Source: an optimization exercise on an open RTL-to-GDS flow (aim: small area, a short achievable clock period and few clock cycles per item). Production flows keep margins and buffers that such runs may drop. The RTL was checked by simulation tests, not by an equivalence proof against the original design. Power and IR drop assume default switching activity.

[flow/run.sh]
#!/bin/bash
# synth_recipe.tcl (not shown) runs the flow's synth.tcl, then flattens the netlist and writes it again
# the make line also repeats each setting of config.mk as NAME=value (left out here)
make -C /OpenROAD-flow-scripts/flow DESIGN_CONFIG=/design/flow/config.mk WORK_HOME=/design/flow/orfs CLKGATE_MAP_FILE= SYNTH_SCRIPT=/design/flow/synth_recipe.tcl finish
[flow/config.mk]
export PLATFORM = sky130hd
export DESIGN_NAME = router_top
export DESIGN_NICKNAME = router_top
export VERILOG_FILES = /design/flow/design.v
export SDC_FILE = /design/flow/constraint.sdc
export NUM_CORES = 4
export LEC_CHECK = 0
export CAP_MARGIN = 20
export CORE_MARGIN = 2
export CORE_UTILIZATION = 30
export PLACE_DENSITY = 0.4
export SLEW_MARGIN = 20
[flow/constraint.sdc]
create_clock -name core_clock -period 5.0 [get_ports {clk}]
set_input_delay 1.0000 -clock core_clock [delete_from_list [all_inputs] [get_ports {clk}]]
set_output_delay 1.0000 -clock core_clock [all_outputs]
set_load 0.01 [all_outputs]
[flow/design.v]
`timescale 1ns/1ps
package router_pkg;
  localparam int flit_w = 32;
  localparam int coord_w = 2;
  localparam int num_ports = 5;
  localparam int port_n = 0;
  localparam int port_e = 1;
  localparam int port_w = 2;
  localparam int port_s = 3;
  localparam int port_l = 4;
  typedef logic [flit_w-1:0] flit_t;
  typedef logic [num_ports-1:0] port_vec_t;
  localparam int num_stages = 3;
  localparam logic [num_stages*num_ports-1:0] stage_members = {
    5'b11001,    
    5'b00100,    
    5'b00010     
  };
endpackage
`timescale 1ns/1ps
module route_compute #(
  parameter int cur_x = 0,
  parameter int cur_y = 0
) (
  input  router_pkg::flit_t     flit,
  output router_pkg::port_vec_t route
);
  logic [router_pkg::coord_w-1:0] dst_x;
  logic [router_pkg::coord_w-1:0] dst_y;
  logic [router_pkg::coord_w-1:0] here_x;
  logic [router_pkg::coord_w-1:0] here_y;
  assign dst_y = flit[29:28];
  assign dst_x = flit[27:26];
  assign here_x = router_pkg::coord_w'(cur_x);
  assign here_y = router_pkg::coord_w'(cur_y);
  always_comb begin
    route = '0;
    if (dst_x > here_x) begin
      route[router_pkg::port_e] = 1'b1;
    end else if (dst_x < here_x) begin
      route[router_pkg::port_w] = 1'b1;
    end else if (dst_y > here_y) begin
      route[router_pkg::port_s] = 1'b1;
    end else if (dst_y < here_y) begin
      route[router_pkg::port_n] = 1'b1;
    end else begin
      route[router_pkg::port_l] = 1'b1;
    end
  end
endmodule
`timescale 1ns/1ps
module output_arbiter #(
  parameter router_pkg::port_vec_t members = '1
) (
  input  logic                  clk,
  input  logic                  rst,
  input  logic [router_pkg::num_ports-1:0][router_pkg::flit_w-1:0] rx_data,
  input  router_pkg::port_vec_t rx_rts,
  input  router_pkg::port_vec_t req,        
  input  logic [router_pkg::num_ports-1:0][router_pkg::num_ports-1:0] route,   
  output router_pkg::port_vec_t take,       
  output router_pkg::port_vec_t owner,      
  output router_pkg::flit_t     tx_data,    
  output router_pkg::port_vec_t tx_rts,     
  input  router_pkg::port_vec_t tx_dcts
);
  localparam int np = router_pkg::num_ports;
  router_pkg::port_vec_t own;        
  logic                  busy;
  router_pkg::port_vec_t pkt_dest;   
  logic                  ready;
  logic                  load;
  logic                  free;
  router_pkg::flit_t     sel_flit;
  router_pkg::port_vec_t pick_route;
  router_pkg::port_vec_t after;
  router_pkg::port_vec_t req_hi;
  router_pkg::port_vec_t pick;
  assign owner = busy ? own : '0;
  assign ready = ((tx_rts & ~tx_dcts & members) == '0);
  assign take = ready ? (owner & rx_rts) : '0;
  assign load = (take != '0);
  always_comb begin : xbar
    sel_flit = '0;
    pick_route = '0;
    for (int i = 0; i < np; i++) begin
      if (own[i]) begin
        sel_flit = sel_flit | rx_data[i];
      end
      if (pick[i]) begin
        pick_route = pick_route | route[i];
      end
    end
  end
  assign free = !busy || (load && sel_flit[31]);
  always_comb begin
    after[0] = 1'b0;
    for (int p = 1; p < np; p++) begin
      after[p] = after[p-1] | own[p-1];
    end
  end
  assign req_hi = req & after;
  assign pick = (req_hi != '0) ? (req_hi & ~(req_hi - 1'b1)) : (req & ~(req - 1'b1));
  always_ff @(posedge clk) begin
    if (rst) begin
      busy <= 1'b0;
      own  <= router_pkg::port_vec_t'(1) << router_pkg::port_l;
    end else if (free) begin
      busy <= (req != '0);
      if (req != '0) begin
        own      <= pick;
        pkt_dest <= pick_route & members;
      end
    end
  end
  always_ff @(posedge clk) begin
    if (load) begin
      tx_data <= sel_flit;
    end
  end
  always_ff @(posedge clk) begin
    if (rst) begin
      tx_rts <= '0;
    end else if (load) begin
      tx_rts <= pkt_dest;
    end else if (ready) begin
      tx_rts <= '0;
    end
  end
endmodule
`timescale 1ns/1ps
module noc_router #(
  parameter int cur_x = 0,
  parameter int cur_y = 0
) (
  input  logic                            clk,
  input  logic                            rst,
  input  logic [router_pkg::num_ports-1:0][router_pkg::flit_w-1:0] rx_data,
  input  logic [router_pkg::num_ports-1:0] rx_rts,
  output logic [router_pkg::num_ports-1:0] rx_dcts,
  output logic [router_pkg::num_ports-1:0][router_pkg::flit_w-1:0] tx_data,
  output logic [router_pkg::num_ports-1:0] tx_rts,
  input  logic [router_pkg::num_ports-1:0] tx_dcts
);
  localparam int np = router_pkg::num_ports;
  localparam int ns = router_pkg::num_stages;
  logic [np-1:0][np-1:0] route;       
  logic [ns-1:0][np-1:0] st_req;      
  logic [ns-1:0][np-1:0] st_take;     
  logic [ns-1:0][np-1:0] st_owner;    
  logic [ns-1:0][np-1:0] st_rts;      
  logic [ns-1:0][router_pkg::flit_w-1:0] st_data;
  logic [np-1:0]         in_pkt;      
  for (genvar i = 0; i < np; i++) begin : g_in
    route_compute #(
      .cur_x (cur_x),
      .cur_y (cur_y)
    ) i_route_compute (
      .flit  (rx_data[i]),
      .route (route[i])
    );
  end
  always_comb begin : link
    in_pkt  = '0;
    rx_dcts = '0;
    tx_rts  = '0;
    for (int s = 0; s < ns; s++) begin
      in_pkt  = in_pkt | st_owner[s];
      rx_dcts = rx_dcts | st_take[s];
      tx_rts  = tx_rts | st_rts[s];
    end
    for (int s = 0; s < ns; s++) begin
      for (int i = 0; i < np; i++) begin
        st_req[s][i] = rx_rts[i] & !in_pkt[i] & ((route[i] & router_pkg::stage_members[s*np +: np]) != '0);
      end
    end
    for (int o = 0; o < np; o++) begin
      tx_data[o] = '0;
      for (int s = 0; s < ns; s++) begin
        if (router_pkg::stage_members[s*np + o]) begin
          tx_data[o] = st_data[s];
        end
      end
    end
  end
  for (genvar s = 0; s < ns; s++) begin : g_stage
    output_arbiter #(
      .members (router_pkg::stage_members[s*np +: np])
    ) i_output_arbiter (
      .clk     (clk),
      .rst     (rst),
      .rx_data (rx_data),
      .rx_rts  (rx_rts),
      .req     (st_req[s]),
      .route   (route),
      .take    (st_take[s]),
      .owner   (st_owner[s]),
      .tx_data (st_data[s]),
      .tx_rts  (st_rts[s]),
      .tx_dcts (tx_dcts)
    );
  end
endmodule
`timescale 1ns/1ps
module router_top (
  input  logic         clk,
  input  logic         rst,
  input  logic [159:0] rx_data,
  input  logic [4:0]   rx_rts,
  output logic [4:0]   rx_dcts,
  output logic [159:0] tx_data,
  output logic [4:0]   tx_rts,
  input  logic [4:0]   tx_dcts
);
  noc_router #(
    .cur_x (1),
    .cur_y (1)
  ) i_noc_router (
    .clk     (clk),
    .rst     (rst),
    .rx_data (rx_data),
    .rx_rts  (rx_rts),
    .rx_dcts (rx_dcts),
    .tx_data (tx_data),
    .tx_rts  (tx_rts),
    .tx_dcts (tx_dcts)
  );
endmodule
==> results.ini, run 1 <==
[timing]
grt_setup_unrepaired=false
hold_ws_ns=0.503
period_needed_ns=3.78
timing.final.max_slew_violations=0
fmax_mhz=265
totalNegativeSetupSlack_ns=0
post_route_setup_slack_ns=1.22
setup_violations=0
slew_headroom=0.501
portion_of_the_clock_cycle_consumed_by_the_worst_path_in_the_final_layout=0.755
finalHoldViolations=0
tightestPinTransition_ns=0.748
fin_skew_ns=0.0174

[placement]
placedCellCount=1308
pre_cts_ws_ns=1.25
hpwl_mm=24.5
io_buffer_count=341
routabilityCongestion=0.910

[floorplan]
initial_core_utilization=0.304
chipWidth_um=163
core_area_um2=25000
die_height_um=163
die-area_um2=26700
boundaryPins=342
rows=58

[worst_hold_path]
hp-class=reg2reg

[clock_network]
cts-root-to-sink-buffers=2
clock_transition_time_at_the_flip_flop_clock_pins_of_the_worst_setup_and_hold_paths_ns=0.06
post_cts_buffers=0
htree_levels=4
cts-hold-fix-buffers=0
cts_buffers=17
cts_sinks=124
post_cts_resize_count=0
tritoncts=built
cts-root-buf=sky130_fd_sc_hd__clkbuf_16
worst_skew_pair.late_latency_ns=0.42

[routing]
vias_per_cell=6.23
detail_route.first_pass.iterations=10
route.vias.total=8349
drt_iter0_markers=1168
postRouteAntennaNets=0
wl_cell_um=28.2
drt_wl_total_mm=37.8
drc=0

[cells_and_area]
antenna-diode-count=0
final_core_util=0.458
syn_to_final_growth_pct=50.4
post_route_cells_drive_above_1_share=0.0802
fill_cells=2352
final_net_count=1169
layout.cells.non_filler=1340

[grt]
groute.layer.met1.usage=0.336
antenna_violations_before_repair=0
first_global_vias=8230
grt_util_all_layers=0.276
grt_max_degree=43
wire_length_of_the_first_global_routing_pass_mm=54.1
grt_util_met3=0.0531
grt_overflow=0
met2_usage=0.473
globalRoute.busiestLayer=met2

[synth]
synth_area_per_inst_um2=10.2
synthesis_warning_total=5
ys_dominant_reg_cell=sky130_fd_sc_hd__edfxtp_1
number_of_enable_flip_flop_cells_after_synthesis=101
synthDistinctLibCells=56
share_of_flip_flops_with_an_asynchronous_set_or_reset=0
synthesized_area_um2=7620
synthDominantAreaCellType=sky130_fd_sc_hd__edfxtp_1
ys_seq_elements=124
post_synth_main_area_contributors=sky130_fd_sc_hd__edfxtp_1, sky130_fd_sc_hd__a222oi_1, sky130_fd_sc_hd__a22oi_1, sky130_fd_sc_hd__buf_4, sky130_fd_sc_hd__dfxtp_1
synth_top_cell_area_share=0.398
ys_seq_area_frac=0.458
synthesis.instances=747

[setup_path]
crit_required_ns=4.00
timing.critical_path.to_type=output pin
cp-start-kind=primary input
worstSetupPathType=in2out
critPathMaxFanout=6
cp.arrival_ns=2.78

[status]
status=finished clean

[power]
irDropWorstVdd_mv=0.186
p_per_area_nw_per_um2=293
power.static_leakage_nw=4.10

[job]
max_cap_viol_count=0

==> final timing paths <==
path | from | to | slack, ns | cells past startpoint
worst max-delay path | tx_dcts[0] | rx_dcts[2] | 1.22 | 6
worst min-delay path | flop | flop | 0.50 | 2
worst max register to register | i_noc_router.g_stage[1].i_output_arbiter.own[4] | flop | 2.15 | 8
worst min register to register | flop | flop | 0.50 | 2
==> cells by family (layout without fill, tap and decap cells) <==
logic type,Yosys count,in the layout,share of synthesized area
compound gates,273,273,0.300
simple gates,203,203,0.128
buf+inv,140,403,0.104
flops,124,124,0.458
mux,7,7,0.00936
==> layout make-up <==
type | count | area [µm²] | area share
Clock buffer | 17 | 425 | 0.0371
Clock inverter | 15 | 149 | 0.0130
Inverter | 11 | 41.3 | 0.00360
Multi-Input combinational cell | 483 | 3360 | 0.294
Sequential cell | 124 | 3510 | 0.306
Tap cell | 330 | 413 | 0.0360
Timing Repair Buffer | 360 | 3560 | 0.310
==> layout by cell type (no fill, tap or decap), types with 5 or more instances in the layout <==
cell type	n
sky130_fd_sc_hd__clkdlybuf4s50_1	341
sky130_fd_sc_hd__nand2_1	107
sky130_fd_sc_hd__a22oi_1	106
sky130_fd_sc_hd__a222oi_1	105
sky130_fd_sc_hd__edfxtp_1	101
sky130_fd_sc_hd__nor2_1	27
sky130_fd_sc_hd__a21oi_1	20
sky130_fd_sc_hd__buf_4	19
sky130_fd_sc_hd__clkbuf_16	17
sky130_fd_sc_hd__dfxtp_2	15
sky130_fd_sc_hd__nand3_1	12
sky130_fd_sc_hd__inv_1	11
sky130_fd_sc_hd__nor2b_1	9
sky130_fd_sc_hd__dfxtp_1	8
sky130_fd_sc_hd__nor4_1	7
sky130_fd_sc_hd__o21ai_0	6
sky130_fd_sc_hd__mux2i_1	6
sky130_fd_sc_hd__nand4_1	5
sky130_fd_sc_hd__nand2b_1	5
sky130_fd_sc_hd__nor3_1	5
==> Yosys cell counts, types with 3 or more instances <==
| master | instances |
|---|---|
| sky130_fd_sc_hd__a211o_1 | 3 |
| sky130_fd_sc_hd__buf_4 | 64 |
| sky130_fd_sc_hd__nand3b_1 | 3 |
| sky130_fd_sc_hd__nor4_1 | 7 |
| sky130_fd_sc_hd__a22oi_2 | 3 |
| sky130_fd_sc_hd__a21boi_1 | 5 |
| sky130_fd_sc_hd__a21boi_2 | 3 |
| sky130_fd_sc_hd__edfxtp_1 | 101 |
| sky130_fd_sc_hd__dfxtp_1 | 23 |
| sky130_fd_sc_hd__a22oi_1 | 106 |
| sky130_fd_sc_hd__o21ai_0 | 6 |
| sky130_fd_sc_hd__buf_2 | 6 |
| sky130_fd_sc_hd__nand2_1 | 107 |
| sky130_fd_sc_hd__a31oi_1 | 4 |
| sky130_fd_sc_hd__nor2b_1 | 9 |
| sky130_fd_sc_hd__nor2_1 | 27 |
| sky130_fd_sc_hd__nand4b_1 | 3 |
| sky130_fd_sc_hd__a222oi_1 | 105 |
| sky130_fd_sc_hd__nand2b_1 | 5 |
| sky130_fd_sc_hd__clkbuf_1 | 42 |
| sky130_fd_sc_hd__mux2i_1 | 6 |
| sky130_fd_sc_hd__nand4_1 | 5 |
| sky130_fd_sc_hd__a21oi_1 | 20 |
| sky130_fd_sc_hd__nor3_1 | 5 |
| sky130_fd_sc_hd__buf_1 | 14 |
| sky130_fd_sc_hd__inv_1 | 11 |
| sky130_fd_sc_hd__buf_6 | 3 |
| sky130_fd_sc_hd__nand3_1 | 12 |
| sky130_fd_sc_hd__a21o_1 | 4 |
==> routing by layer <==
metal / up-vias / wire (µm)
met5: - / 0
met4: 0 / 1460
met3: 104 / 3760
met2: 645 / 18400
met1: 4076 / 14300
li1: 3524 / -
==> power by group <==
group / internal (W) / switching, W / total (W)
sequential: 0.00123 / 0.0000563 / 0.00129
combinational: 0.000406 / 0.000450 / 0.000856
clock: 0.000731 / 0.000487 / 0.00122
==> flip-flops by register name, summed over array words and instances (netlist names) <==
| register | flops |
|---|---|
| i_noc_router.g_stage.i_output_arbiter.pkt_dest | 5 |
| i_noc_router.g_stage.i_output_arbiter.own | 15 |
| i_noc_router.g_stage.i_output_arbiter.tx_rts | 5 |
| i_noc_router.g_stage.i_output_arbiter.tx_data | 96 |
| i_noc_router.g_stage.i_output_arbiter.busy | 3 |
==> metrics by stage <==
step	area [µm²]	total power, W
final	11500	0.00336
after global routing	11500	0.00349
after CTS	11500	0.00338
after detailed placement	10900	0.00215
after global placement	10900	0.00215
after floorplan	7620	0.00168
==> critical path, cell delays in order <==
cell                              delay (ns)
sky130_fd_sc_hd__clkdlybuf4s50_1        0.45
sky130_fd_sc_hd__nand2b_1               0.12
sky130_fd_sc_hd__o2111a_1               0.33
sky130_fd_sc_hd__a222oi_1               0.14
sky130_fd_sc_hd__nor2b_1                0.17
sky130_fd_sc_hd__clkdlybuf4s50_1        0.56
Testbench counts, summed over its fixed seeds: cycles 5,996, flits 10,803.
==> run 2: changes to the inputs <==
--- a/flow/design.v
+++ b/flow/design.v
@@ -10,10 +10,9 @@
   localparam int port_l = 4;
   typedef logic [flit_w-1:0] flit_t;
   typedef logic [num_ports-1:0] port_vec_t;
-  localparam int num_stages = 3;
+  localparam int num_stages = 2;
   localparam logic [num_stages*num_ports-1:0] stage_members = {
-    5'b11001,    
-    5'b00100,    
+    5'b11101,    
     5'b00010     
   };
 endpackage
==> results.ini, run 2 <==
[placement]
placed_cell_area_um2=8580
pre_cts_ws_ns=0.921
routabilityCongestion=0.852
hpwl_mm=17.9
io_buffer_count=341

[cells_and_area]
syn_to_final_growth_pct=54.7
number_of_flip_flops_in_the_largest_register=64
post_route_cells_drive_above_1_share=0.0470
most_flops_register=i_noc_router.g_stage.i_output_arbiter.tx_data
leading_cell_types_in_the_layout_fill_and_taps_excluded=sky130_fd_sc_hd__clkdlybuf4s50_1, sky130_fd_sc_hd__nand2_1, sky130_fd_sc_hd__a22oi_1
top_regs=i_noc_router.g_stage.i_output_arbiter.tx_data x64, i_noc_router.g_stage.i_output_arbiter.own x10
non_filler_cell_area_final_um2=8850
layout.cells.most_common=sky130_fd_sc_hd__clkdlybuf4s50_1
final_net_count=975

[grt]
grt_util_all_layers=0.246
first_global_vias=5809
wire_length_of_the_first_global_routing_pass_mm=37.2
grt_max_degree=41
grt_overflow=0
antenna_violations_before_repair=2

[setup_path]
worstSetupPathType=in2out
cp.arrival_ns=3.08
worstSetupStartpoint=tx_dcts[0]
timing.critical_path.to_type=output pin
critPathMostFrequentCell=sky130_fd_sc_hd__clkdlybuf4s50_1
crit_required_ns=4.00
critical-path-top-delay-family=buffers and inverters
cp_cell_sequence=clkdlybuf4s50_1 > nand2b_1 > o2111ai_1 > nor2_1 > a22oi_1 > nor2b_1 > clkdlybuf4s50_1
buf_inv_stages_crit_path=2
critical_path.reg2reg.endpoint=i_noc_router.g_stage[1].i_output_arbiter.own[0]
cpPeakStageDelay_ns=0.55
critPathMaxFanout=7
r2r_start=i_noc_router.g_stage[1].i_output_arbiter.own[2]
cp-start-kind=primary input
worst_path_max_delay_cell=sky130_fd_sc_hd__clkdlybuf4s50_1
r2r_setup_slack_ns=2.07
timing.reg2reg.worst_path_depth=6

[synth]
ys_seq_area_frac=0.422
share_of_flip_flops_with_an_asynchronous_set_or_reset=0
synthDominantAreaCellType=sky130_fd_sc_hd__edfxtp_1
synthesis_warning_total=4
number_of_enable_flip_flop_cells_after_synthesis=69
ys_seq_elements=86
synth_top_cell_area_share=0.362
post_synth_main_area_contributors=sky130_fd_sc_hd__edfxtp_1, sky130_fd_sc_hd__buf_4, sky130_fd_sc_hd__a222oi_1, sky130_fd_sc_hd__a22oi_1, sky130_fd_sc_hd__dfxtp_1
synthDistinctLibCells=53
synth_common_cells=sky130_fd_sc_hd__buf_4, sky130_fd_sc_hd__nand2_1, sky130_fd_sc_hd__a22oi_1, sky130_fd_sc_hd__edfxtp_1, sky130_fd_sc_hd__a222oi_1
ys_dominant_reg_cell=sky130_fd_sc_hd__edfxtp_1
synthesized_area_um2=5720
synth_area_per_inst_um2=9.78
post-synth-top-count-cell=sky130_fd_sc_hd__buf_4
synthesis.instances=585

[clock_network]
htree_levels=3
tritoncts=built
cts-root-to-sink-buffers=2
clock_transition_time_at_the_flip_flop_clock_pins_of_the_worst_setup_and_hold_paths_ns=0.06
post_cts_resize_count=0
cts_sinks=86
cts-root-buf=sky130_fd_sc_hd__clkbuf_16
cts-hold-fix-buffers=0
cts_buffers=9
worst_skew_pair.late_latency_ns=0.34
post_cts_buffers=0

[timing]
finalHoldViolations=0
fmax_mhz=245
totalNegativeSetupSlack_ns=0
timing.final.max_slew_violations=0
tightestPinTransition_ns=1.09
setup_violations=0
grt_setup_unrepaired=false
fin_skew_ns=0.00907
period_needed_ns=4.08
post_route_setup_slack_ns=0.918
portion_of_the_clock_cycle_consumed_by_the_worst_path_in_the_final_layout=0.816
slew_headroom=0.275

[routing]
vias_per_cell=5.79
drt_iter0_markers=801
wl_cell_um=25.2
drc=0
postRouteAntennaNets=0
route.vias.total=6041
detail_route.first_pass.iterations=8
drt_wl_total_mm=26.3

[power]
total_power_w=0.00236
irDropWorstVdd_mv=0.167
p_per_area_nw_per_um2=266
power.static_leakage_nw=3.18

[job]
max_cap_viol_count=0

[floorplan]
chipWidth_um=142
die-area_um2=20200
boundaryPins=342
rows=50
die_height_um=142
core_area_um2=18700
initial_core_utilization=0.306

[worst_hold_path]
min_delay_path_depth=2
hp-class=reg2reg

[status]
status=finished clean

==> run 2: cell count changes after synthesis, sizes merged, moves of 4 or more <==
cell and change:
dfxtp -6, buf +31, a21boi -5, edfxtp -32, a21o -4, a21oi -10
a222oi -39, a22oi -29, nor2 -8, nand2 -26, clkbuf -20
==> run 2: cells by family (layout without fill, tap and decap cells) <==
kind of cell    count (synthesis)  after routing  share of synthesized area
flops                          86             86                      0.422
other cells                     0              2                          0
compound gates                186            186                      0.272
simple gates                  157            157                      0.130
buf+inv                       151            374                      0.168
mux                             5              5                    0.00875
==> run 2: final cells by class <==
| cell class | instances | area (µm²) |
|---|---|---|
| Clock buffer | 9 | 225 |
| Antenna cell | 2 | 5.00 |
| Fill cell | 1727 | 9860 |
| Sequential cell | 86 | 2420 |
| Multi-Input combinational cell | 348 | 2360 |
| Clock inverter | 7 | 41.3 |
| Tap cell | 234 | 293 |
| Timing Repair Buffer | 347 | 3460 |
| Inverter | 11 | 41.3 |
==> run 2: worst max-delay path by stage <==
stage / endpoint / slack (ns) / cells past startpoint
6_report: rx_dcts[1] / 0.92 / 7
5_1_grt: rx_dcts[3] / 0.73 / 7
4_1_cts: rx_dcts[1] / 0.92 / 7
3_5_place_dp: rx_dcts[3] / 0.92 / 7
3_3_place_gp: rx_dcts[4] / 0.94 / 7
2_1_floorplan: flop / 0.71 / 3
==> run 2: per-stage QoR <==
| step | util | std cells | hold slack, ns |
|---|---|---|---|
| 2_1_floorplan | - | 585 | 0.447 |
| 3_3_place_gp | 0.458 | 1026 | 0.483 |
| 3_5_place_dp | 0.458 | 1026 | 0.489 |
| 4_1_cts | 0.473 | 1042 | 0.504 |
| 5_1_grt | 0.473 | 1043 | 0.526 |
| 6_report | 0.473 | 1044 | 0.491 |
==> run 2: power by group <==
part / internal [W] / switching, W
Clock: 0.000332 / 0.000286
Sequential: 0.000870 / 0.000110
Combinational: 0.000420 / 0.000338
Total: 0.00162 / 0.000734
==> run 2: worst min-delay path: cells and delay by family (launching register included) <==
family	cells	cell delay, ns
compound gates	1	0.07
flops	1	0.32
simple gates	1	0.07
==> run 2: per-layer routing <==
metal,GRT usage,up-vias,routed length (µm)
li1,-,2689,-
met1,0.298,2971,10100
met4,0.0711,0,499
met2,0.441,351,13600
met3,0.0485,30,2170
met5,0,-,0
Testbench counts of run 2, summed over its fixed seeds: cycles 6,621, flits 10,803.
==> run 3: changes to the inputs <==
--- a/flow/config.mk
+++ b/flow/config.mk
@@ -9,4 +9,5 @@
 export CORE_MARGIN = 2
 export CORE_UTILIZATION = 30
 export PLACE_DENSITY = 0.4
+export SETUP_SLACK_MARGIN = 2.4
 export SLEW_MARGIN = 20
==> results.ini, run 3 <==
[placement]
routabilityCongestion=0.884
pre_cts_ws_ns=1.19
hpwl_mm=17.5
io_buffer_count=341

[timing]
portion_of_the_clock_cycle_consumed_by_the_worst_path_in_the_final_layout=0.576
tightestPinTransition_ns=0.816
grt_setup_unrepaired=true
totalNegativeSetupSlack_ns=0
finalHoldViolations=0
timing.final.max_slew_violations=0
setup_violations=0
period_needed_ns=2.88
fin_skew_ns=0.00755
fmax_mhz=347
slew_headroom=0.454
post_route_setup_slack_ns=2.12

[routing]
drt_wl_total_mm=25.7
drt_iter0_markers=710
wl_cell_um=24.5
vias_per_cell=5.78
postRouteAntennaNets=0
drc=0
detail_route.first_pass.iterations=9
route.vias.total=6080

[grt]
wire_length_of_the_first_global_routing_pass_mm=37.1
grt_overflow=0
first_global_vias=6028
antenna_violations_before_repair=1
grt_util_all_layers=0.243
grt_max_degree=43

[setup_path]
critical-path-top-delay-family=simple AND/OR/NAND/NOR gates
worstSetupPathType=in2out
critPathMaxFanout=5
critical_path.reg2reg.endpoint=i_noc_router.g_stage[1].i_output_arbiter.own[0]
worstSetupStartpoint=tx_dcts[0]
cp.arrival_ns=1.88
worst_path_max_delay_cell=sky130_fd_sc_hd__nor2_4
crit_required_ns=4.00
r2r_start=i_noc_router.g_stage[1].i_output_arbiter.own[0]
buf_inv_stages_crit_path=2
cp_cell_sequence=buf_6 > nand2b_4 > o2111ai_4 > nor2_4 > a22oi_1 > nor2b_1 > buf_2
timing.reg2reg.worst_path_depth=6
r2r_setup_slack_ns=2.54
cpPeakStageDelay_ns=0.18
timing.critical_path.to_type=output pin
cp-start-kind=primary input

[synth]
synthesized_area_um2=5720
synth_top_cell_area_share=0.362
synthesis.instances=585
synth_area_per_inst_um2=9.78
synthDominantAreaCellType=sky130_fd_sc_hd__edfxtp_1
synthesis_warning_total=4
synth_common_cells=sky130_fd_sc_hd__buf_4, sky130_fd_sc_hd__nand2_1, sky130_fd_sc_hd__a22oi_1, sky130_fd_sc_hd__edfxtp_1, sky130_fd_sc_hd__a222oi_1
ys_seq_area_frac=0.422
number_of_enable_flip_flop_cells_after_synthesis=69
ys_seq_elements=86
synthDistinctLibCells=53
post-synth-top-count-cell=sky130_fd_sc_hd__buf_4
share_of_flip_flops_with_an_asynchronous_set_or_reset=0
post_synth_main_area_contributors=sky130_fd_sc_hd__edfxtp_1, sky130_fd_sc_hd__buf_4, sky130_fd_sc_hd__a222oi_1, sky130_fd_sc_hd__a22oi_1, sky130_fd_sc_hd__dfxtp_1
ys_dominant_reg_cell=sky130_fd_sc_hd__edfxtp_1

[floorplan]
rows=50
core_area_um2=18700
die_height_um=142
chipWidth_um=142
initial_core_utilization=0.306
die-area_um2=20200
boundaryPins=342

[cells_and_area]
most_flops_register=i_noc_router.g_stage.i_output_arbiter.tx_data
final_net_count=983
syn_to_final_growth_pct=58.7
post_route_cells_drive_above_1_share=0.100
top_regs=i_noc_router.g_stage.i_output_arbiter.tx_data x64, i_noc_router.g_stage.i_output_arbiter.own x10
number_of_flip_flops_in_the_largest_register=64
layout.cells.most_common=sky130_fd_sc_hd__clkdlybuf4s50_1
leading_cell_types_in_the_layout_fill_and_taps_excluded=sky130_fd_sc_hd__clkdlybuf4s50_1, sky130_fd_sc_hd__nand2_1, sky130_fd_sc_hd__a22oi_1

[status]
status=finished clean

[clock_network]
cts-hold-fix-buffers=0
cts-root-to-sink-buffers=2
cts-root-buf=sky130_fd_sc_hd__clkbuf_16
clock_transition_time_at_the_flip_flop_clock_pins_of_the_worst_setup_and_hold_paths_ns=0.07
tritoncts=built
htree_levels=3
cts_sinks=86
cts_buffers=9
worst_skew_pair.late_latency_ns=0.34

[power]
p_per_area_nw_per_um2=270
power.static_leakage_nw=3.34
irDropWorstVdd_mv=0.160

[worst_hold_path]
min_delay_path_depth=2
hp-class=reg2reg

[job]
max_cap_viol_count=0

==> run 3: cell counts after synthesis <==
No cell type changed its count.
==> run 3: cell type report <==
class	instances	area (µm²)
repair buffers	355	3460
inverters	11	41.3
multi-input cells	348	2530
flip-flops and latches	86	2440
diodes	1	2.50
clock buffers	13	283
fillers	1741	9630
well taps	234	293
clock inverters	3	22.5
==> run 3: metal layers <==
layer | routed length [µm] | global-route usage
met1 | 9930 | 0.297
met2 | 13000 | 0.427
met3 | 2150 | 0.0451
met4 | 634 | 0.0853
met5 | 0 | 0
==> run 3: stage by stage <==
stage	total power [W]	utilization	hold WS [ns]	std cells	cell area, µm²
2_1_floorplan	0.00135	-	0.449	585	5780
3_3_place_gp	0.00175	0.461	0.511	1025	8610
3_5_place_dp	0.00176	0.461	0.505	1025	8610
4_1_cts	0.00246	0.484	0.521	1049	9040
5_1_grt	0.00255	0.485	0.530	1051	9070
6_report	0.00245	0.485	0.511	1051	9070
==> run 3: worst reg2reg max path, cell delays in order (launching register included) <==
cell and delay [ns]:
sky130_fd_sc_hd__dfxtp_4 0.74, sky130_fd_sc_hd__a222oi_1 0.23, sky130_fd_sc_hd__and2_1 0.20, sky130_fd_sc_hd__o31ai_1 0.41
sky130_fd_sc_hd__o21ai_2 0.22, sky130_fd_sc_hd__or4_1 0.43, sky130_fd_sc_hd__a21oi_1 0.14
==> run 3: cell families (layout without fill, tap and decap cells) <==
logic type | Yosys count | in the layout | synth area share
compound gates | 186 | 186 | 0.272
simple gates | 157 | 157 | 0.130
buf+inv | 151 | 382 | 0.168
flops | 86 | 86 | 0.422
mux | 5 | 5 | 0.00875
other cells | 0 | 1 | 0
==> run 3: how the worst max path moves through the flow <==
stage                                                            to  slack (ns)  depth (start not counted)
floorplan           i_noc_router.g_stage[0].i_output_arbiter.own[1]        1.64                          7
global placement                                         rx_dcts[0]        1.24                          6
detailed placement                                       rx_dcts[4]        1.19                          7
CTS                                                      rx_dcts[4]        2.10                          7
global route                                             rx_dcts[1]        2.06                          7
finish                                                   rx_dcts[3]        2.12                          7
==> run 3: power breakdown <==
group / switching [W] / leakage, nW / internal, W
sequential: 0.000122 / 0.789 / 0.000869
combinational: 0.000338 / 2.40 / 0.000428
clock: 0.000290 / 0.150 / 0.000400
==> run 3: repair_timing <==
item | 4_1_cts | 5_1_grt
setup endpoints to repair | 55 | 50
pin swaps | 8 | 5
resized for setup | 72 | 14
setup buffers | 8 | 1
gates cloned | 0 | 0
hold endpoints to repair | 0 | 0
==> run 4: changes to the inputs <==
--- a/flow/design.v
+++ b/flow/design.v
@@ -57,8 +57,9 @@
   input  router_pkg::port_vec_t rx_rts,
   input  router_pkg::port_vec_t req,        
   input  logic [router_pkg::num_ports-1:0][router_pkg::num_ports-1:0] route,   
-  output router_pkg::port_vec_t take,       
   output router_pkg::port_vec_t owner,      
+  output router_pkg::port_vec_t take_now,   
+  output logic [router_pkg::num_ports-1:0][router_pkg::num_ports-1:0] take_on,   
   output router_pkg::flit_t     tx_data,    
   output router_pkg::port_vec_t tx_rts,     
   input  router_pkg::port_vec_t tx_dcts
@@ -70,28 +71,35 @@
   logic                  ready;
   logic                  load;
   logic                  free;
+  router_pkg::port_vec_t sel;
   router_pkg::flit_t     sel_flit;
+  logic                  tail;
   router_pkg::port_vec_t pick_route;
   router_pkg::port_vec_t after;
   router_pkg::port_vec_t req_hi;
   router_pkg::port_vec_t pick;
   assign owner = busy ? own : '0;
-  assign ready = ((tx_rts & ~tx_dcts & members) == '0);
-  assign take = ready ? (owner & rx_rts) : '0;
-  assign load = (take != '0);
+  assign ready = ((tx_rts & ~tx_dcts) == '0);
+  assign take_now = (tx_rts == '0) ? owner : '0;
+  always_comb begin
+    for (int i = 0; i < np; i++) begin
+      take_on[i] = owner[i] ? tx_rts : '0;
+    end
+  end
+  assign load = ((owner & rx_rts) != '0) && ready;
+  assign sel = ready ? own : '0;
   always_comb begin : xbar
     sel_flit = '0;
+    tail = 1'b0;
     pick_route = '0;
     for (int i = 0; i < np; i++) begin
-      if (own[i]) begin
-        sel_flit = sel_flit | rx_data[i];
-      end
-      if (pick[i]) begin
-        pick_route = pick_route | route[i];
-      end
-    end
-  end
-  assign free = !busy || (load && sel_flit[31]);
+      sel_flit = sel_flit | ({router_pkg::flit_w{sel[i]}} & rx_data[i]);
+      tail = tail | (own[i] & rx_data[i][31]);
+      pick_route = pick_route | ({np{pick[i]}} & route[i]);
+    end
+    sel_flit = sel_flit | ({router_pkg::flit_w{!ready}} & tx_data);
+  end
+  assign free = !busy || (load && tail);
   always_comb begin
     after[0] = 1'b0;
     for (int p = 1; p < np; p++) begin
@@ -99,7 +107,17 @@
     end
   end
   assign req_hi = req & after;
-  assign pick = (req_hi != '0) ? (req_hi & ~(req_hi - 1'b1)) : (req & ~(req - 1'b1));
+  always_comb begin : rotate
+    logic seen_hi;
+    logic seen;
+    seen_hi = 1'b0;
+    seen = 1'b0;
+    for (int p = 0; p < np; p++) begin
+      pick[p] = (req_hi[p] && !seen_hi) || (req[p] && !seen && req_hi == '0);
+      seen_hi = seen_hi | req_hi[p];
+      seen = seen | req[p];
+    end
+  end
   always_ff @(posedge clk) begin
     if (rst) begin
       busy <= 1'b0;
@@ -113,9 +131,7 @@
     end
   end
   always_ff @(posedge clk) begin
-    if (load) begin
-      tx_data <= sel_flit;
-    end
+    tx_data <= sel_flit;
   end
   always_ff @(posedge clk) begin
     if (rst) begin
@@ -145,7 +161,8 @@
   localparam int ns = router_pkg::num_stages;
   logic [np-1:0][np-1:0] route;       
   logic [ns-1:0][np-1:0] st_req;      
-  logic [ns-1:0][np-1:0] st_take;     
+  logic [ns-1:0][np-1:0] st_take_now;   
+  logic [ns-1:0][np-1:0][np-1:0] st_take_on;   
   logic [ns-1:0][np-1:0] st_owner;    
   logic [ns-1:0][np-1:0] st_rts;      
   logic [ns-1:0][router_pkg::flit_w-1:0] st_data;
@@ -165,7 +182,9 @@
     tx_rts  = '0;
     for (int s = 0; s < ns; s++) begin
       in_pkt  = in_pkt | st_owner[s];
-      rx_dcts = rx_dcts | st_take[s];
+      for (int i = 0; i < np; i++) begin
+        rx_dcts[i] = rx_dcts[i] | st_take_now[s][i] | ((st_take_on[s][i] & tx_dcts) != '0);
+      end
       tx_rts  = tx_rts | st_rts[s];
     end
     for (int s = 0; s < ns; s++) begin
@@ -192,7 +211,8 @@
       .rx_rts  (rx_rts),
       .req     (st_req[s]),
       .route   (route),
-      .take    (st_take[s]),
+      .take_now (st_take_now[s]),
+      .take_on (st_take_on[s]),
       .owner   (st_owner[s]),
       .tx_data (st_data[s]),
       .tx_rts  (st_rts[s]),
==> flow/flow/run.sh (new file) <==
#!/bin/bash
# The standard layout, with the smallest buffer on every port (buffer_ports
# would otherwise pick clkdlybuf4s50_1); repair_timing still resizes any port
# buffer on a path that needs it.
set -euo pipefail
export BUFFER_PORTS_ARGS="-buffer_cell sky130_fd_sc_hd__buf_1"
bash standard.sh > standard_flow.log 2>&1
==> flow/standard.sh (new file) <==
#!/bin/bash
# synth_recipe.tcl (not shown) runs the flow's synth.tcl, then flattens the netlist and writes it again
# the make line also repeats each setting of config.mk as NAME=value (left out here)
make -C /OpenROAD-flow-scripts/flow DESIGN_CONFIG=/design/flow/config.mk WORK_HOME=/design/flow/orfs CLKGATE_MAP_FILE= SYNTH_SCRIPT=/design/flow/synth_recipe.tcl "${@:-finish}"
--- a/flow/config.mk
+++ b/flow/config.mk
@@ -9,5 +9,5 @@
 export CORE_MARGIN = 2
 export CORE_UTILIZATION = 30
 export PLACE_DENSITY = 0.4
-export SETUP_SLACK_MARGIN = 2.4
+export SETUP_SLACK_MARGIN = 2.5
 export SLEW_MARGIN = 20
removed: flow/run.sh
==> results.ini, run 4 <==
[status]
status=finished clean

[grt]
grt_max_degree=62
grt_overflow=0
grt_util_all_layers=0.236
first_global_vias=6141
antenna_violations_before_repair=0
wire_length_of_the_first_global_routing_pass_mm=36.2

[job]
max_cap_viol_count=0

[setup_path]
worstSetupPathType=in2out
cp.arrival_ns=1.83
crit_required_ns=4.00
cp-start-kind=primary input
critPathMaxFanout=5
timing.critical_path.to_type=output pin

[cells_and_area]
leading_cell_types_in_the_layout_fill_and_taps_excluded=sky130_fd_sc_hd__buf_1, sky130_fd_sc_hd__nor2_1, sky130_fd_sc_hd__a22oi_1
post_route_cells_drive_above_1_share=0.0847
most_flops_register=i_noc_router.g_stage.i_output_arbiter.tx_data
top_regs=i_noc_router.g_stage.i_output_arbiter.tx_data x64, i_noc_router.g_stage.i_output_arbiter.own x10
layout.cells.most_common=sky130_fd_sc_hd__buf_1
number_of_flip_flops_in_the_largest_register=64
final_core_util=0.364
final_net_count=1052
syn_to_final_growth_pct=19.5

[timing]
finalHoldViolations=0
hold_ws_ns=0.484
period_needed_ns=2.83
fmax_mhz=353
slew_headroom=0.513
setup_violations=0
totalNegativeSetupSlack_ns=0
fin_skew_ns=0.00866
timing.final.max_slew_violations=0
grt_setup_unrepaired=true
post_route_setup_slack_ns=2.17
portion_of_the_clock_cycle_consumed_by_the_worst_path_in_the_final_layout=0.566
tightestPinTransition_ns=0.729

[routing]
drt_iter0_markers=811
wl_cell_um=22.7
drt_wl_total_mm=25.5
postRouteAntennaNets=0
route.vias.total=6618
detail_route.first_pass.iterations=9
drc=0
vias_per_cell=5.91

[placement]
io_buffer_count=341
pre_cts_ws_ns=2.03
hpwl_mm=18.3
routabilityCongestion=0.898

[synth]
synthesized_area_um2=5660
synthesis_warning_total=4
synth_top_cell_area_share=0.287
synthDistinctLibCells=54
share_of_flip_flops_with_an_asynchronous_set_or_reset=0
ys_dominant_reg_cell=sky130_fd_sc_hd__dfxtp_1
post_synth_main_area_contributors=sky130_fd_sc_hd__dfxtp_1, sky130_fd_sc_hd__buf_4, sky130_fd_sc_hd__a222oi_1, sky130_fd_sc_hd__a22oi_1, sky130_fd_sc_hd__a31oi_1
post-synth-top-count-cell=sky130_fd_sc_hd__buf_4
number_of_enable_flip_flop_cells_after_synthesis=5
ys_seq_area_frac=0.313
synthDominantAreaCellType=sky130_fd_sc_hd__dfxtp_1
ys_seq_elements=86
synth_area_per_inst_um2=8.47
synth_common_cells=sky130_fd_sc_hd__buf_4, sky130_fd_sc_hd__nor2_1, sky130_fd_sc_hd__dfxtp_1, sky130_fd_sc_hd__a22oi_1, sky130_fd_sc_hd__a222oi_1
synthesis.instances=668

[clock_network]
tritoncts=built
cts_sinks=86
cts-root-to-sink-buffers=2
cts_buffers=9
htree_levels=3
worst_skew_pair.late_latency_ns=0.34
cts-root-buf=sky130_fd_sc_hd__clkbuf_16
clock_transition_time_at_the_flip_flop_clock_pins_of_the_worst_setup_and_hold_paths_ns=0.06
cts-hold-fix-buffers=0

[floorplan]
chipWidth_um=141
rows=50
die-area_um2=20000
initial_core_utilization=0.305
core_area_um2=18600
die_height_um=141
boundaryPins=342

[power]
p_per_area_nw_per_um2=372
irDropWorstVdd_mv=0.148
power.static_leakage_nw=2.36

[worst_hold_path]
hp-class=reg2reg

run 4: where the power goes:
group / leakage, nW / switching [W] / internal (W)
registers: 0.731 / 0.000188 / 0.000829
logic: 1.50 / 0.000552 / 0.000326
clock network: 0.127 / 0.000290 / 0.000333
run 4: layout make-up:
class / count / area (µm²)
fillers: 2025 / 11800
clock buffers: 11 / 233
well taps: 234 / 293
multi-input cells: 417 / 2930
inverters: 9 / 33.8
clock inverters: 5 / 26.3
diodes: 1 / 2.50
repair buffers: 357 / 1450
flip-flops and latches: 86 / 1790
run 4: stage by stage:
step,cells,cell area [µm²],power [W]
finish,1120,6760,0.00252
global route,1119,6760,0.00266
CTS,1116,6690,0.00253
detailed placement,1100,6370,0.00189
global placement,1100,6370,0.00189
floorplan,668,5690,0.00170
run 4: routing by layer:
metal | up-vias | part of all wire | track usage
li1 | 2993 | - | -
met2 | 438 | 0.48 | 0.395
met3 | 42 | 0.094 | 0.0489
met5 | - | 0 | 0
met1 | 3145 | 0.40 | 0.297
met4 | 0 | 0.025 | 0.0953
run 4: final timing paths:
| check | end | start | cells past startpoint | slack [ns] |
|---|---|---|---|---|
| setup / recovery | rx_dcts[3] | tx_dcts[0] | 5 | 2.17 |
| hold / removal | i_noc_router.g_stage[0].i_output_arbiter.tx_data[30] | i_noc_router.g_stage[0].i_output_arbiter.tx_data[30] | 2 | 0.48 |
| setup reg to reg | flop | i_noc_router.g_stage[0].i_output_arbiter.busy | 7 | 2.66 |
| hold reg to reg | i_noc_router.g_stage[0].i_output_arbiter.tx_data[30] | i_noc_router.g_stage[0].i_output_arbiter.tx_data[30] | 2 | 0.48 |
run 4: cells by family (layout without fill, tap and decap cells):
| family | count (synthesis) | count (layout) | share of synthesized area |
|---|---|---|---|
| compound gates | 250 | 250 | 0.361 |
| simple gates | 161 | 161 | 0.135 |
| flops | 86 | 86 | 0.313 |
| buf+inv | 165 | 382 | 0.180 |
| mux | 6 | 6 | 0.0108 |
| other cells | 0 | 1 | 0 |
run 4: worst max-delay path: stages:
cell and delay (ns):
sky130_fd_sc_hd__buf_6 0.10, sky130_fd_sc_hd__a22oi_2 0.21, sky130_fd_sc_hd__a31oi_4 0.14, sky130_fd_sc_hd__a32o_2 0.26, sky130_fd_sc_hd__clkbuf_2 0.12
run 4: what timing repair did:
item	CTS	global route
setup buffers	0	3
pin swaps	4	9
hold endpoints to repair	0	0
setup endpoints to repair	7	32
resized for setup	16	13
Testbench counts of run 4, summed over its fixed seeds: cycles 6,621, flits 10,803.
==> run 5: changes to the inputs <==
--- a/flow/design.v
+++ b/flow/design.v
@@ -17,6 +17,20 @@
   };
 endpackage
 `timescale 1ns/1ps
+module router_fifo (
+  input  logic [router_pkg::num_ports:0]                           sel,    
+  input  logic [router_pkg::num_ports-1:0][router_pkg::flit_w-1:0] rx_data,
+  input  router_pkg::flit_t                                        held,
+  output router_pkg::flit_t                                        next
+);
+  always_comb begin
+    next = {router_pkg::flit_w{sel[router_pkg::num_ports]}} & held;
+    for (int i = 0; i < router_pkg::num_ports; i++) begin
+      next = next | ({router_pkg::flit_w{sel[i]}} & rx_data[i]);
+    end
+  end
+endmodule
+`timescale 1ns/1ps
 module route_compute #(
   parameter int cur_x = 0,
   parameter int cur_y = 0
@@ -46,6 +60,15 @@
       route[router_pkg::port_l] = 1'b1;
     end
   end
+endmodule
+`timescale 1ns/1ps
+module input_port (
+  input  logic                          take_now,   
+  input  router_pkg::port_vec_t         take_on,    
+  input  router_pkg::port_vec_t         tx_dcts,
+  output logic                          rx_dcts
+);
+  assign rx_dcts = take_now | ((take_on & tx_dcts) != '0);
 endmodule
 `timescale 1ns/1ps
 module output_arbiter #(
@@ -88,16 +111,19 @@
   end
   assign load = ((owner & rx_rts) != '0) && ready;
   assign sel = ready ? own : '0;
-  always_comb begin : xbar
-    sel_flit = '0;
+  router_fifo i_flit_mux (
+    .sel     ({!ready, sel}),
+    .rx_data (rx_data),
+    .held    (tx_data),
+    .next    (sel_flit)
+  );
+  always_comb begin
     tail = 1'b0;
     pick_route = '0;
     for (int i = 0; i < np; i++) begin
-      sel_flit = sel_flit | ({router_pkg::flit_w{sel[i]}} & rx_data[i]);
       tail = tail | (own[i] & rx_data[i][31]);
       pick_route = pick_route | ({np{pick[i]}} & route[i]);
     end
-    sel_flit = sel_flit | ({router_pkg::flit_w{!ready}} & tx_data);
   end
   assign free = !busy || (load && tail);
   always_comb begin
@@ -167,6 +193,8 @@
   logic [ns-1:0][np-1:0] st_rts;      
   logic [ns-1:0][router_pkg::flit_w-1:0] st_data;
   logic [np-1:0]         in_pkt;      
+  logic [np-1:0]         take_now;    
+  logic [np-1:0][np-1:0] take_on;     
   for (genvar i = 0; i < np; i++) begin : g_in
     route_compute #(
       .cur_x (cur_x),
@@ -178,12 +206,14 @@
   end
   always_comb begin : link
     in_pkt  = '0;
-    rx_dcts = '0;
+    take_now = '0;
+    take_on = '0;
     tx_rts  = '0;
     for (int s = 0; s < ns; s++) begin
       in_pkt  = in_pkt | st_owner[s];
+      take_now = take_now | st_take_now[s];
       for (int i = 0; i < np; i++) begin
-        rx_dcts[i] = rx_dcts[i] | st_take_now[s][i] | ((st_take_on[s][i] & tx_dcts) != '0);
+        take_on[i] = take_on[i] | st_take_on[s][i];
       end
       tx_rts  = tx_rts | st_rts[s];
     end
@@ -200,6 +230,14 @@
         end
       end
     end
+  end
+  for (genvar i = 0; i < np; i++) begin : g_dcts
+    input_port i_input_port (
+      .take_now (take_now[i]),
+      .take_on  (take_on[i]),
+      .tx_dcts  (tx_dcts),
+      .rx_dcts  (rx_dcts[i])
+    );
   end
   for (genvar s = 0; s < ns; s++) begin : g_stage
     output_arbiter #(
--- a/flow/config.mk
+++ b/flow/config.mk
@@ -9,5 +9,6 @@
 export CORE_MARGIN = 2
 export CORE_UTILIZATION = 30
 export PLACE_DENSITY = 0.4
-export SETUP_SLACK_MARGIN = 2.5
+export SETUP_SLACK_MARGIN = 2.6
 export SLEW_MARGIN = 20
+export SYNTH_HIERARCHICAL = 1
==> results.ini, run 5 <==
[status]
status=finished clean

[synth]
synth_area_per_inst_um2=8.17
synth_simple_gate_area_share=0.249
synth_top_cell_area_share=0.234
post_synth_main_area_contributors=sky130_fd_sc_hd__dfxtp_1, sky130_fd_sc_hd__a22oi_1, sky130_fd_sc_hd__buf_4, sky130_fd_sc_hd__nand3_1, sky130_fd_sc_hd__or2_2
synth_mux_area_frac=0.00434
synthDominantAreaCellType=sky130_fd_sc_hd__dfxtp_1
synthXorXnorAreaFrac=0
share_of_flip_flops_with_an_asynchronous_set_or_reset=0
ys_seq_elements=86
synthesized_area_um2=6920
ys_seq_area_frac=0.256
synthesis.instances=847
number_of_enable_flip_flop_cells_after_synthesis=5
post-synth-top-count-cell=sky130_fd_sc_hd__a22oi_1
area_fraction_in_compound_gates_after_synthesis=0.296
synthAdderAreaFrac=0
synth_common_cells=sky130_fd_sc_hd__a22oi_1, sky130_fd_sc_hd__buf_4, sky130_fd_sc_hd__dfxtp_1, sky130_fd_sc_hd__nand3_1, sky130_fd_sc_hd__buf_2
synth_top_family_by_area=compound AO/OA/AOI/OAI gates
synthDistinctLibCells=59
synthesis_warning_total=11
ys_dominant_reg_cell=sky130_fd_sc_hd__dfxtp_1

[cells_and_area]
non_filler_cell_area_final_um2=8540
syn_to_final_growth_pct=23.3
number_of_flip_flops_in_the_largest_register=64
post_route_cells_drive_above_1_share=0.195
fill_cells=2451
leading_cell_types_in_the_layout_fill_and_taps_excluded=sky130_fd_sc_hd__buf_1, sky130_fd_sc_hd__a22oi_1, sky130_fd_sc_hd__nand3_1
layout.cells.most_common=sky130_fd_sc_hd__buf_1
layout.cells.non_filler=1369
final_net_count=1252
antenna-diode-count=0
top_regs=i_noc_router.g_stage.i_output_arbiter.tx_data x64, i_noc_router.g_stage.i_output_arbiter.own x10
most_flops_register=i_noc_router.g_stage.i_output_arbiter.tx_data

[timing]
fmax_mhz=346
totalNegativeSetupSlack_ns=0
grt_setup_unrepaired=true
timing.final.max_slew_violations=0
finalHoldViolations=0
setup_violations=0
fin_skew_ns=0.0119
portion_of_the_clock_cycle_consumed_by_the_worst_path_in_the_final_layout=0.578
slew_headroom=0.633
tightestPinTransition_ns=0.550
period_needed_ns=2.89

[setup_path]
cp-start-kind=primary input
cpPeakStageDelay_ns=0.43
r2r_setup_slack_ns=2.61
worstSetupStartpoint=rx_data[123]
timing.reg2reg.worst_path_depth=10
timing.critical_path.to_type=flop
critPathMaxFanout=8
crit_required_ns=5.09
worstSetupPathType=in2reg
r2r_start=i_noc_router.g_stage[1].i_output_arbiter.own[3]
cp.arrival_ns=2.97
worst_path_max_delay_cell=sky130_fd_sc_hd__nor4bb_4
cp_cell_sequence=buf_12 > nor4bb_4 > nor4_4 > nor4b_2 > buf_4 > a211oi_2 > or2_1 > and3_4 > a221oi_2 > nand3_1

[power]
power.static_leakage_nw=3.30
irDropWorstVdd_mv=0.130
p_per_area_nw_per_um2=366

[floorplan]
initial_core_utilization=0.306
die_height_um=156
chipWidth_um=156
rows=55
die-area_um2=24300
boundaryPins=342
core_area_um2=22600

[clock_network]
cts-root-buf=sky130_fd_sc_hd__clkbuf_16
cts_buffers=9
worst_skew_pair.late_latency_ns=0.35
cts-root-to-sink-buffers=2
clock_transition_time_at_the_flip_flop_clock_pins_of_the_worst_setup_and_hold_paths_ns=0.07
htree_levels=3
tritoncts=built
cts_sinks=86

[grt]
first_global_vias=7259
grt_overflow=0
wire_length_of_the_first_global_routing_pass_mm=44.2
grt_max_degree=33
antenna_violations_before_repair=0
grt_util_all_layers=0.240

[routing]
detail_route.first_pass.iterations=5
drc=0
drt_wl_total_mm=30.5
drt_iter0_markers=588
wl_cell_um=22.3
vias_per_cell=5.55
postRouteAntennaNets=0
route.vias.total=7602

[job]
max_cap_viol_count=0

[worst_hold_path]
hp-class=reg2reg

[placement]
io_buffer_count=341
placed_cell_area_um2=7630
routabilityCongestion=0.841
hpwl_mm=21.8
placedCellCount=1333

[run 5: cell types whose count changed after synthesis, sizes merged, moves of 11 or more]
cell	before	now
a22oi	76	211
nand3	10	81
a222oi	67	4
buf	117	175
o21ai	5	16
a31oi	65	6
nor2	87	25
and3	3	27
nor4b	0	11
or2	0	37
clkbuf	39	11
and2	2	17
[run 5: modules after synthesis, one instance, submodules excluded, excerpt]
module       copies in the design  cells  cell area, µm²
router_fifo                     2    146             986
input_port                      5      4            25.0
[run 5: area by class of cell]
| type | instances | area, µm² | area share |
|---|---|---|---|
| Multi-Input combinational cell | 591 | 4290 | 0.503 |
| Timing Repair Buffer | 380 | 1730 | 0.202 |
| Sequential cell | 86 | 1800 | 0.211 |
| Clock buffer | 10 | 250 | 0.0293 |
| Clock inverter | 5 | 65.1 | 0.00762 |
| Tap cell | 285 | 357 | 0.0418 |
| Inverter | 12 | 45.0 | 0.00527 |
[run 5: worst min-delay path by stage]
stage / to / from / slack [ns] / depth (start not counted)
finish: i_noc_router.g_stage[0].i_output_arbiter.tx_data[25] / i_noc_router.g_stage[0].i_output_arbiter.tx_data[25] / 0.50 / 2
global route: i_noc_router.g_stage[0].i_output_arbiter.tx_data[0] / i_noc_router.g_stage[0].i_output_arbiter.tx_data[0] / 0.53 / 2
CTS: i_noc_router.g_stage[0].i_output_arbiter.tx_data[21] / i_noc_router.g_stage[0].i_output_arbiter.tx_data[21] / 0.50 / 2
detailed placement: i_noc_router.g_stage[0].i_output_arbiter.tx_data[30] / i_noc_router.g_stage[0].i_output_arbiter.tx_data[30] / 0.49 / 2
global placement: i_noc_router.g_stage[0].i_output_arbiter.tx_data[19] / i_noc_router.g_stage[0].i_output_arbiter.tx_data[19] / 0.49 / 2
floorplan: flop / flop / 0.46 / 2
[run 5: logic make-up (layout without fill, tap and decap cells)]
family          count (synthesis)  in the layout
compound gates                275            275
other cells                     2             30
simple gates                  283            283
mux                             3              3
buf+inv                       198            407
flops                          86             86
[run 5: critical path: cells and delay by family]
family          cells  cell delay, ns
compound gates      2            0.31
buf+inv             2            0.30
simple gates        6            1.36
[run 5: layer usage]
metal,up-vias,wire length [µm],global-route usage
met5,-,0,0
met1,3685,13400,0.313
met2,346,15000,0.414
met3,37,1610,0.0311
li1,3534,-,-
met4,0,591,0.0690
[run 5: repair_timing]
action | 4_1_cts | 5_1_grt
setup buffers | 18 | 3
gates resized for setup | 98 | 33
pin swaps | 31 | 24
endpoints found under the setup margin | 88 | 80
hold buffers | 0 | 0
[run 5: power by group]
part	switching [W]	leakage [nW]	internal (W)
registers	0.000211	0.734	0.000864
logic	0.000809	2.41	0.000488
clock network	0.000333	0.148	0.000422
[run 5: per-stage QoR]
step | hold slack [ns] | utilization | total power, W | setup WS [ns]
2_1_floorplan | 0.459 | - | 0.00206 | 2.00
3_3_place_gp | 0.487 | 0.337 | 0.00232 | 1.50
3_5_place_dp | 0.488 | 0.337 | 0.00230 | 1.45
4_1_cts | 0.505 | 0.371 | 0.00311 | 2.17
5_1_grt | 0.528 | 0.377 | 0.00332 | 1.99
6_report | 0.498 | 0.377 | 0.00313 | 2.11
Testbench counts of run 5, summed over its fixed seeds: cycles 6,621, flits 10,803.
==> run 6: changes to the inputs <==
--- a/flow/design.v
+++ b/flow/design.v
@@ -78,8 +78,8 @@
   input  logic                  rst,
   input  logic [router_pkg::num_ports-1:0][router_pkg::flit_w-1:0] rx_data,
   input  router_pkg::port_vec_t rx_rts,
-  input  router_pkg::port_vec_t req,        
   input  logic [router_pkg::num_ports-1:0][router_pkg::num_ports-1:0] route,   
+  input  router_pkg::port_vec_t in_pkt,     
   output router_pkg::port_vec_t owner,      
   output router_pkg::port_vec_t take_now,   
   output logic [router_pkg::num_ports-1:0][router_pkg::num_ports-1:0] take_on,   
@@ -90,23 +90,32 @@
   localparam int np = router_pkg::num_ports;
   router_pkg::port_vec_t own;        
   logic                  busy;
-  router_pkg::port_vec_t pkt_dest;   
+  logic                  first;      
+  logic                  rts;        
+  router_pkg::port_vec_t dest;       
+  router_pkg::port_vec_t req;
+  router_pkg::port_vec_t sel;
+  router_pkg::port_vec_t head_route;
+  router_pkg::flit_t     sel_flit;
   logic                  ready;
   logic                  load;
   logic                  free;
-  router_pkg::port_vec_t sel;
-  router_pkg::flit_t     sel_flit;
   logic                  tail;
-  router_pkg::port_vec_t pick_route;
   router_pkg::port_vec_t after;
   router_pkg::port_vec_t req_hi;
   router_pkg::port_vec_t pick;
+  always_comb begin
+    for (int i = 0; i < np; i++) begin
+      req[i] = rx_rts[i] && !in_pkt[i] && ((route[i] & members) != '0);
+    end
+  end
   assign owner = busy ? own : '0;
-  assign ready = ((tx_rts & ~tx_dcts) == '0);
-  assign take_now = (tx_rts == '0) ? owner : '0;
+  assign tx_rts = rts ? (dest & members) : '0;
+  assign ready = !rts || ((dest & members & tx_dcts) != '0);
+  assign take_now = rts ? '0 : owner;
   always_comb begin
     for (int i = 0; i < np; i++) begin
-      take_on[i] = owner[i] ? tx_rts : '0;
+      take_on[i] = (owner[i] && rts) ? (dest & members) : '0;
     end
   end
   assign load = ((owner & rx_rts) != '0) && ready;
@@ -119,10 +128,10 @@
   );
   always_comb begin
     tail = 1'b0;
-    pick_route = '0;
+    head_route = '0;
     for (int i = 0; i < np; i++) begin
       tail = tail | (own[i] & rx_data[i][31]);
-      pick_route = pick_route | ({np{pick[i]}} & route[i]);
+      head_route = head_route | ({np{own[i]}} & route[i]);
     end
   end
   assign free = !busy || (load && tail);
@@ -146,14 +155,25 @@
   end
   always_ff @(posedge clk) begin
     if (rst) begin
-      busy <= 1'b0;
-      own  <= router_pkg::port_vec_t'(1) << router_pkg::port_l;
-    end else if (free) begin
-      busy <= (req != '0);
-      if (req != '0) begin
-        own      <= pick;
-        pkt_dest <= pick_route & members;
-      end
+      busy  <= 1'b0;
+      first <= 1'b0;
+      own   <= router_pkg::port_vec_t'(1) << router_pkg::port_l;
+    end else begin
+      if (load) begin
+        first <= 1'b0;
+      end
+      if (free) begin
+        busy <= (req != '0);
+        if (req != '0) begin
+          own   <= pick;
+          first <= 1'b1;
+        end
+      end
+    end
+  end
+  always_ff @(posedge clk) begin
+    if (load && first) begin
+      dest <= head_route;
     end
   end
   always_ff @(posedge clk) begin
@@ -161,11 +181,9 @@
   end
   always_ff @(posedge clk) begin
     if (rst) begin
-      tx_rts <= '0;
-    end else if (load) begin
-      tx_rts <= pkt_dest;
+      rts <= 1'b0;
     end else if (ready) begin
-      tx_rts <= '0;
+      rts <= load;
     end
   end
 endmodule
@@ -186,7 +204,6 @@
   localparam int np = router_pkg::num_ports;
   localparam int ns = router_pkg::num_stages;
   logic [np-1:0][np-1:0] route;       
-  logic [ns-1:0][np-1:0] st_req;      
   logic [ns-1:0][np-1:0] st_take_now;   
   logic [ns-1:0][np-1:0][np-1:0] st_take_on;   
   logic [ns-1:0][np-1:0] st_owner;    
@@ -217,11 +234,6 @@
       end
       tx_rts  = tx_rts | st_rts[s];
     end
-    for (int s = 0; s < ns; s++) begin
-      for (int i = 0; i < np; i++) begin
-        st_req[s][i] = rx_rts[i] & !in_pkt[i] & ((route[i] & router_pkg::stage_members[s*np +: np]) != '0);
-      end
-    end
     for (int o = 0; o < np; o++) begin
       tx_data[o] = '0;
       for (int s = 0; s < ns; s++) begin
@@ -247,8 +259,8 @@
       .rst     (rst),
       .rx_data (rx_data),
       .rx_rts  (rx_rts),
-      .req     (st_req[s]),
       .route   (route),
+      .in_pkt  (in_pkt),
       .take_now (st_take_now[s]),
       .take_on (st_take_on[s]),
       .owner   (st_owner[s]),
--- a/flow/config.mk
+++ b/flow/config.mk
@@ -11,4 +11,3 @@
 export PLACE_DENSITY = 0.4
 export SETUP_SLACK_MARGIN = 2.6
 export SLEW_MARGIN = 20
-export SYNTH_HIERARCHICAL = 1
==> results.ini, run 6 <==
[timing]
tightestPinTransition_ns=0.788
finalHoldViolations=0
fin_skew_ns=0.00758
portion_of_the_clock_cycle_consumed_by_the_worst_path_in_the_final_layout=0.616
period_needed_ns=3.08
setup_violations=0
slew_headroom=0.474
timing.final.max_slew_violations=0
totalNegativeSetupSlack_ns=0
fmax_mhz=325
grt_setup_unrepaired=true
post_route_setup_slack_ns=1.92

[power]
power.static_leakage_nw=2.35
irDropWorstVdd_mv=0.163
p_per_area_nw_per_um2=380

[cells_and_area]
antenna-diode-count=0
layout.cells.most_common=sky130_fd_sc_hd__buf_1
top_regs=i_noc_router.g_stage.i_output_arbiter.tx_data x64, i_noc_router.g_stage.i_output_arbiter.own x10, i_noc_router.g_stage.i_output_arbiter.dest x5
most_flops_register=i_noc_router.g_stage.i_output_arbiter.tx_data
fill_cells=1974
syn_to_final_growth_pct=20.6
number_of_flip_flops_in_the_largest_register=64
post_route_cells_drive_above_1_share=0.0678
final_net_count=1052
leading_cell_types_in_the_layout_fill_and_taps_excluded=sky130_fd_sc_hd__buf_1, sky130_fd_sc_hd__nor2_1, sky130_fd_sc_hd__dfxtp_1

[synth]
number_of_enable_flip_flop_cells_after_synthesis=5
synth_mux_area_frac=0.00384
synth_top_cell_area_share=0.289
share_of_flip_flops_with_an_asynchronous_set_or_reset=0
synthAdderAreaFrac=0
post_synth_main_area_contributors=sky130_fd_sc_hd__dfxtp_1, sky130_fd_sc_hd__buf_4, sky130_fd_sc_hd__a222oi_1, sky130_fd_sc_hd__a22oi_1, sky130_fd_sc_hd__a31oi_1
synthesized_area_um2=5540
synth_top_family_by_area=compound AO/OA/AOI/OAI gates
synth_common_cells=sky130_fd_sc_hd__buf_4, sky130_fd_sc_hd__dfxtp_1, sky130_fd_sc_hd__nor2_1, sky130_fd_sc_hd__a222oi_1, sky130_fd_sc_hd__a22oi_1
synthDominantAreaCellType=sky130_fd_sc_hd__dfxtp_1
synthDistinctLibCells=52
ys_dominant_reg_cell=sky130_fd_sc_hd__dfxtp_1
synthesis.instances=671
post-synth-top-count-cell=sky130_fd_sc_hd__buf_4
area_fraction_in_compound_gates_after_synthesis=0.348
ys_seq_elements=85
synth_simple_gate_area_share=0.144
ys_seq_area_frac=0.316
synth_area_per_inst_um2=8.26
synthesis_warning_total=5
synthXorXnorAreaFrac=0

[job]
max_cap_viol_count=0

[placement]
routabilityCongestion=0.891
hpwl_mm=16.5
pre_cts_ws_ns=1.59
io_buffer_count=341

[floorplan]
die-area_um2=19600
rows=49
die_height_um=140
boundaryPins=342
chipWidth_um=140
initial_core_utilization=0.307
core_area_um2=18000

[clock_network]
worst_skew_pair.late_latency_ns=0.35
cts-root-buf=sky130_fd_sc_hd__clkbuf_16
tritoncts=built
cts-root-to-sink-buffers=2
cts_sinks=85
clock_transition_time_at_the_flip_flop_clock_pins_of_the_worst_setup_and_hold_paths_ns=0.07
cts_buffers=9
htree_levels=3

[setup_path]
crit_required_ns=4.00
cp_cell_sequence=buf_1 > a222oi_1 > buf_4 > nand3_4 > buf_12 > nand3_2 > o21ai_1 > buf_2
cp.arrival_ns=2.08
critical-path-top-delay-family=buffers and inverters
timing.critical_path.to_type=output pin
buf_inv_stages_crit_path=4
critPathMaxFanout=4
cpPeakStageDelay_ns=0.29
worst_path_max_delay_cell=sky130_fd_sc_hd__a222oi_1
cp-start-kind=primary input
worstSetupPathType=in2out

[status]
status=finished clean

[routing]
drt_iter0_markers=887
route.vias.total=6612
drc=0
detail_route.first_pass.iterations=9
vias_per_cell=5.94
wl_cell_um=23.5
drt_wl_total_mm=26.1
postRouteAntennaNets=0

[grt]
antenna_violations_before_repair=0
grt_max_degree=65
grt_overflow=0
grt_util_all_layers=0.250
first_global_vias=6530
wire_length_of_the_first_global_routing_pass_mm=37.8

[worst_hold_path]
hp-class=reg2reg

run 6: cell types whose count changed in the layout (fill, tap and decap cells not counted), moves of 25 or more:
cell | previous run | this run
sky130_fd_sc_hd__a22oi_1 | 210 | 67
sky130_fd_sc_hd__nor2_1 | 19 | 77
sky130_fd_sc_hd__conb_1 | 30 | 0
sky130_fd_sc_hd__a31oi_1 | 5 | 62
sky130_fd_sc_hd__a222oi_1 | 4 | 67
sky130_fd_sc_hd__or2_2 | 31 | 0
sky130_fd_sc_hd__nand3_1 | 79 | 9
sky130_fd_sc_hd__buf_1 | 314 | 339
run 6: path summary, 6_finish.rpt:
| kind | slack (ns) | start | end | depth (start not counted) |
|---|---|---|---|---|
| setup / recovery | 1.92 | tx_dcts[0] | rx_dcts[3] | 8 |
| setup reg to reg | 2.75 | i_noc_router.g_stage[0].i_output_arbiter.own[0] | i_noc_router.g_stage[1].i_output_arbiter.own[0] | 7 |
| hold / removal | 0.46 | i_noc_router.g_stage[1].i_output_arbiter.first | i_noc_router.g_stage[1].i_output_arbiter.first | 2 |
| hold reg to reg | 0.46 | i_noc_router.g_stage[1].i_output_arbiter.first | i_noc_router.g_stage[1].i_output_arbiter.first | 2 |
run 6: report_power, final:
group          internal, W  leakage, nW  total [W]  switching (W)
combinational     0.000296         1.47   0.000787       0.000492
sequential        0.000814        0.722   0.000999       0.000184
clock             0.000451        0.158   0.000756       0.000305
run 6: tightest hold or removal path: stages (launching register included):
cell and delay, ns:
sky130_fd_sc_hd__dfxtp_1 0.31, sky130_fd_sc_hd__nand2_1 0.05, sky130_fd_sc_hd__a21oi_1 0.05
run 6: layout make-up:
| type | instances | area, µm² | area share |
|---|---|---|---|
| Inverter | 12 | 45.0 | 0.00674 |
| Multi-Input combinational cell | 416 | 2790 | 0.418 |
| Sequential cell | 85 | 1780 | 0.266 |
| Clock buffer | 10 | 239 | 0.0358 |
| Timing Repair Buffer | 356 | 1460 | 0.218 |
| Tap cell | 229 | 287 | 0.0429 |
| Clock inverter | 6 | 86.3 | 0.0129 |
run 6: logic make-up (layout without fill, tap and decap cells):
group / count (synthesis) / after routing
AOI/OAI and AO/OA: 246 / 246
buffers and inverters: 170 / 384
DFF: 85 / 85
muxes: 2 / 2
and+or+nand+nor: 168 / 168
run 6: what timing repair did:
item                                    in CTS  in global routing
pin swaps                                    1                  1
gates resized for setup                     11                  5
hold buffers                                 0                  0
cloned                                       2                  0
buffers inserted                             4                  0
endpoints found under the setup margin      21                 14
run 6: routing by layer:
metal / GRT usage / wire length (µm)
met1: 0.297 / 10100
met2: 0.444 / 12900
met3: 0.0451 / 2450
met4: 0.0989 / 641
met5: 0 / 0
run 6: per-stage QoR:
step	instances	util	total power (W)	instance area (µm²)	hold slack, ns
global placement	1092	0.344	0.00179	6200	0.461
finish	1114	0.371	0.00254	6680	0.459
global route	1114	0.371	0.00268	6680	0.493
CTS	1114	0.369	0.00256	6660	0.463
detailed placement	1092	0.344	0.00178	6200	0.454
floorplan	671	-	0.00159	5560	0.436
Testbench counts of run 6, summed over its fixed seeds: cycles 6,621, flits 10,803.

==> re-timing with driven ports <==
No port has a modelled driver above. Below, the same layouts with a new extraction and two added sets of constraints.
Step 1: set_driving_cell puts a clkbuf_16 on clk and a buf_2 on each other input, an assumption about the parent block.
Step 2 adds t to the input delays and takes it off the output delays; t is the mean of the earliest and latest rising clock arrival at the registers after step 1. Input paths then give back, and output paths get back, about the clock's delay inside the block.
a / b / c = ideal / step 1 / step 2; a / b = the first two.
run | shift t [ns] | setup slack, ns | worst hold slack (ns) | latest minus earliest clock arrival (ns)
run 1 | 0.456 | 1.224 / 1.201 / 1.201 | 0.503 / 0.503 / 0.503 | 0.018 / 0.018
run 2 | 0.381 | 0.918 / 0.894 / 0.894 | 0.491 / 0.491 / 0.491 | 0.010 / 0.010
run 3 | 0.384 | 2.121 / 2.084 / 1.864 | 0.511 / 0.511 / 0.511 | 0.009 / 0.009
run 4 | 0.382 | 2.168 / 2.136 / 2.136 | 0.484 / 0.484 / 0.484 | 0.009 / 0.009
run 5 | 0.395 | 2.111 / 2.090 / 1.714 | 0.498 / 0.498 / 0.498 | 0.012 / 0.013
run 6 | 0.390 | 1.921 / 1.899 / 1.899 | 0.459 / 0.459 / 0.459 | 0.008 / 0.008
After both steps setup and hold are still met in every run listed. The setup slack of run 5, which loses most, moves by -0.021 ns with the drivers and by -0.397 ns with both steps.
